This design comes from an exercise in tuning for small area on the open sky130 flow, not from production work. Only simulation tests tie the RTL to the original design; equivalence was not proved. Power and IR drop assume default switching activity.

==> design/flow/design.v <==
`timescale 1ns/1ps
`default_nettype none
module regfile_sb #(
  parameter int DATA_W   = 32,
  parameter int ADDR_W   = 5,
  parameter int ZERO_REG = 1
) (
  input  wire              CLK,
  input  wire              Reset,
  input  wire [ADDR_W-1:0] raddr1,
  input  wire [ADDR_W-1:0] raddr2,
  input  wire [ADDR_W-1:0] raddr3,
  output wire [DATA_W-1:0] rdata1,
  output wire [DATA_W-1:0] rdata2,
  output wire [DATA_W-1:0] rdata3,
  input  wire              we,
  input  wire [ADDR_W-1:0] waddr,
  input  wire [DATA_W-1:0] wdata,
  input  wire              issue,
  input  wire [ADDR_W-1:0] issue_addr,
  output wire              hazard1,
  output wire              hazard2,
  output wire              hazard3,
  output wire              stall,
  output wire [ADDR_W:0]   pend_cnt
);
  localparam int   c_NREG    = 1 << ADDR_W;
  localparam int   c_NPORT   = 3;
  localparam logic c_ZERO_EN = (ZERO_REG != 0);
  logic [DATA_W-1:0]  r_regs [c_NREG];
  logic [c_NREG-1:0]  r_pend;
  logic [ADDR_W:0]    r_pendCnt;
  logic               w_wrOk;
  logic               w_issOk;
  logic               w_cntInc;
  logic               w_cntDec;
  logic [c_NREG-1:0]  w_pendNext;
  logic [ADDR_W-1:0]  w_raddr  [c_NPORT];
  logic [DATA_W-1:0]  w_rdata  [c_NPORT];
  logic [c_NPORT-1:0] w_hazard;
  assign w_wrOk  = Reset && we    && !(c_ZERO_EN && (waddr == '0));
  assign w_issOk = Reset && issue && !(c_ZERO_EN && (issue_addr == '0));
  assign w_cntInc = w_issOk && !r_pend[issue_addr];
  assign w_cntDec = w_wrOk && r_pend[waddr] &&
                    !(w_issOk && (issue_addr == waddr));
  always_comb begin
    w_pendNext = r_pend;
    if (w_wrOk) begin
      w_pendNext[waddr] = 1'b0;
    end
    if (w_issOk) begin
      w_pendNext[issue_addr] = 1'b1;
    end
  end
  always_ff @(posedge CLK or negedge Reset) begin
    if (!Reset) begin
      for (int i = 0; i < c_NREG; i++) begin
        r_regs[i] <= '0;
      end
      r_pend    <= '0;
      r_pendCnt <= '0;
    end else begin
      if (w_wrOk) begin
        r_regs[waddr] <= wdata;
      end
      r_pend    <= w_pendNext;
      r_pendCnt <= r_pendCnt + {{ADDR_W{1'b0}}, w_cntInc}
                             - {{ADDR_W{1'b0}}, w_cntDec};
    end
  end
  assign w_raddr[0] = raddr1;
  assign w_raddr[1] = raddr2;
  assign w_raddr[2] = raddr3;
  for (genvar p = 0; p < c_NPORT; p++) begin : g_rdPort
    logic w_isZero;
    assign w_isZero    = c_ZERO_EN && (w_raddr[p] == '0);
    assign w_rdata[p]  = w_isZero ? '0 : r_regs[w_raddr[p]];
    assign w_hazard[p] = r_pend[w_raddr[p]];
  end
  assign rdata1   = w_rdata[0];
  assign rdata2   = w_rdata[1];
  assign rdata3   = w_rdata[2];
  assign hazard1  = w_hazard[0];
  assign hazard2  = w_hazard[1];
  assign hazard3  = w_hazard[2];
  assign stall    = |w_hazard;
  assign pend_cnt = r_pendCnt;
endmodule
`default_nettype wire
==> design/flow/run.sh <==
#!/bin/bash
# synth_recipe.tcl (not shown) runs the flow's synth.tcl, then flattens the netlist and writes it again
# the make line also repeats each setting of config.mk as NAME=value (left out here)
make -C /OpenROAD-flow-scripts/flow DESIGN_CONFIG=/design/flow/config.mk WORK_HOME=/design/flow/orfs CLKGATE_MAP_FILE= SYNTH_SCRIPT=/design/flow/synth_recipe.tcl finish
==> design/flow/config.mk <==
export PLATFORM = sky130hd
export DESIGN_NAME = regfile_sb
export DESIGN_NICKNAME = regfile_sb
export VERILOG_FILES = /design/flow/design.v
export SDC_FILE = /design/flow/constraint.sdc
export NUM_CORES = 4
export LEC_CHECK = 0
export CAP_MARGIN = 20
export CORE_MARGIN = 2
export CORE_UTILIZATION = 30
export SLEW_MARGIN = 20
==> design/flow/constraint.sdc <==
create_clock -name core_clock -period 7.0 [get_ports {CLK}]
set_input_delay 1.4000 -clock core_clock [delete_from_list [all_inputs] [get_ports {CLK}]]
set_output_delay 1.4000 -clock core_clock [all_outputs]
set_load 0.01 [all_outputs]
==> flow_summary.json <==
{
  "cts_hold_buf": 0,
  "end_kind": "output port",
  "period_share_pct": 97.8,
  "syn_area_um2": 58200,
  "hold_class": "reg2reg",
  "placeableCoreArea_um2": 193000,
  "yosysTopAreaCellShare_pct": 44.3,
  "yosys-top-cells-area": "dfrtp_1 (44%), mux2_2 (18%), a22oi_1 (16%)",
  "finalHoldViolations": 0,
  "synthDistinctLibCells": 64,
  "area_growth_pct": 20.0,
  "final_cell_mix": "a22oi_1 (1,213), dfrtp_1 (1,030), mux2_2 (956)",
  "num_io_pins": 167,
  "async_flop_share_pct": 100,
  "leakage_uw": 0.0300,
  "drv_cap": 0,
  "drc_errors": 0,
  "final_nets": 5639,
  "hpwl_um": 253000,
  "initial_core_util_pct": 30.2,
  "setup_viol": 0,
  "status": "complete, no violations",
  "final_max_slew_viol_count": 0,
  "rows": 161,
  "synth_edf_count": 0,
  "period_needed_ns": 6.85,
  "wl_um": 413000,
  "rsz0062_at_grt": "false",
  "die_area_um2": 198000,
  "grt_pass1_vias": 58500,
  "yosysSeqAreaShare_pct": 44.3,
  "cts_made_buffers": 118,
  "gp_congestion": 1.04,
  "grt_max_degree": 120,
  "cts_setup_buffers": 0,
  "cts_root_buf": "clkbuf_16",
  "grt_pass1_wl_um": 543000,
  "total_power_uw": 17800,
  "drt-pass1-iter-count": 15,
  "cts_tree": "yes",
  "crit_type": "in2out",
  "io_buffers": 166,
  "synth_top_flop_cell": "dfrtp_1",
  "layout_commonest_cell": "a22oi_1",
  "synthCells": 5432,
  "dr.first_iter.drc_count": 13900,
  "grt_use_met2_pct": 53.8,
  "synth.largest_area_cell": "dfrtp_1",
  "startpoint_type": "primary input",
  "fin_util_pct": 36.2,
  "worst_pin_slew_ns": 1.28,
  "ir_drop_uv": 239,
  "drive_above_1_share_pct": 30.7,
  "grt.busiest_layer": "met2",
  "relSlewSlack_pct": 14.6,
  "cts_repair_resize_count": 0,
  "cts_buffer_depth": 3,
  "cp.required_ns": 5.60,
  "syn_nets": 5510,
  "fin_area_um2": 69900,
  "power_density_nw_per_um2": 255,
  "setup_tns_ns": 0,
  "dr_total_vias": 62500,
  "cts.sinks": 1030,
  "die_height_um": 445,
  "grt-ovfl-total": 0,
  "clk_pin_slew_ns": 0.06,
  "instances_no_fill": 8221,
  "syn_area_per_cell_um2": 10.7,
  "ys_ff_latch": 1030,
  "die_w_um": 445,
  "dp_cells": 7966,
  "cp.arrival_ns": 5.45,
  "grtUsageMet3_pct": 19.3,
  "track_usage_pct": 40.4,
  "wl_per_cell_um": 50.3,
  "gr-usage-met1_pct": 49.1,
  "fin_skew_ns": 0.00478,
  "clkLatencyLatePin_ns": 0.78,
  "synth_warnings": 4,
  "antenna_found_initial": 45,
  "htreeDepth": 3,
  "placed_cell_area_um2": 65700,
  "cp_max_fo": 10,
  "via_per_inst": 7.61,
  "final_antenna_net_count": 0,
  "max_freq_ghz": 0.146
}
[cell type report]
type	count	area, um^2
fill	18900	123000
multi-input combinational	3830	30800
sequential	1030	25800
timing repair buffer	558	5830
clock buffer	157	3340
tap	2526	3160
clock inverter	54	792
antenna	43	108
inverter	23	86.3
[per-layer routing]
metal | wire, um | vias to the layer above
met5 | 345 | -
met4 | 42500 | 24
met3 | 64200 | 2582
met2 | 159000 | 7125
met1 | 148000 | 31200
li1 | - | 21600
[metrics by stage]
stage	worst slack, ns	hold WS [ns]
floorplan	2.61	0.510
global placement	0.385	0.497
detailed placement	0.351	0.497
CTS	0.352	0.510
global route	0.279	0.527
finish	0.154	0.504
[report_power, final]
part | switching (uW) | internal [uW] | total (uW) | leakage [uW]
registers | 1410 | 6780 | 8190 | 0.0137
logic | 1530 | 1260 | 2790 | 0.0143
clock network | 2880 | 3940 | 6820 | 0.00202
total | 5830 | 12000 | 17800 | 0.0300
[kinds of logic (layout without fill, tap and decap cells)]
group	Yosys count	in the layout	share of synthesized area, %
AOI/OAI and AO/OA	1764	1764	21.7
muxes	1059	1059	21.0
DFF	1030	1030	44.3
and+or+nand+nor	971	971	8.15
buffers and inverters	572	792	4.20
xor gates and xnor gates	19	19	0.286
adders and majority gates	17	17	0.378
other	0	43	0
[flip-flops by register name (all words and copies together) (netlist names)]
name / cells
r_pend: 32
r_regs: 992
r_pendCnt: 6
[synth_stat cells (24+ instances only)]
cell and n:
a21oi_1 261, a221oi_1 30, a222oi_1 69, a22o_1 24, a22oi_1 1213, a31oi_1 30
and3_1 34, buf_1 44, buf_2 219, clkbuf_1 280, dfrtp_1 1030, mux2_1 48
mux2_2 956, mux4_2 32, nand2_1 287, nand3_1 94, nand4_1 163, nor2_1 177
nor3_1 100, nor4_1 28, o21ai_0 85
[worst paths after layout]
check | slack, ns | startpoint | to | cells past startpoint
setup / recovery | 0.15 | raddr2[4] | rdata2[26] | 9
min in group asynchronous | 0.62 | Reset | r_regs[25][6] | 1
setup reg to reg | 3.73 | r_pend[18] | r_pendCnt[4] | 12
hold reg to reg | 0.50 | r_pendCnt[0] | r_pendCnt[0] | 1
max in group asynchronous | 3.30 | Reset | r_regs[7][13] | 4
hold / removal | 0.50 | r_pendCnt[0] | r_pendCnt[0] | 1
[worst max-delay path, cell delays in order]
cell	delay [ns]
clkdlybuf4s50_1	0.55
nor2b_1	0.78
and2_2	0.79
buf_4	0.43
a22o_1	0.27
a221oi_1	0.06
and3_1	0.18
a31oi_1	0.33
clkdlybuf4s50_1	0.61

port drivers added, routing unchanged:
No port has a modelled driver above. Below, the same layout with a new extraction and two added sets of constraints. Step 1: set_driving_cell puts a clkbuf_16 on CLK and a buf_2 on each other input, an assumption about the parent block. Step 2, shift: input delay + t, output delay - t, t = (earliest + latest rising clock arrival at the registers) / 2. This alone moves slack from input paths to output paths. a / b / c = ideal ports / drivers / drivers and shift; a / b = the first two.
t, ns: 0.902
setup slack, ns: 0.154 / -0.061 / -0.061
latest minus earliest clock arrival (ns): 0.053 / 0.052
worst slew at a driven data input, ns: 0.21
cell pins on the clock port's net: 1
With both steps, setup timing fails in this run, where it was met with ideal ports. The setup slack of this run moves by -0.215 ns with the drivers and by -0.215 ns with both steps.
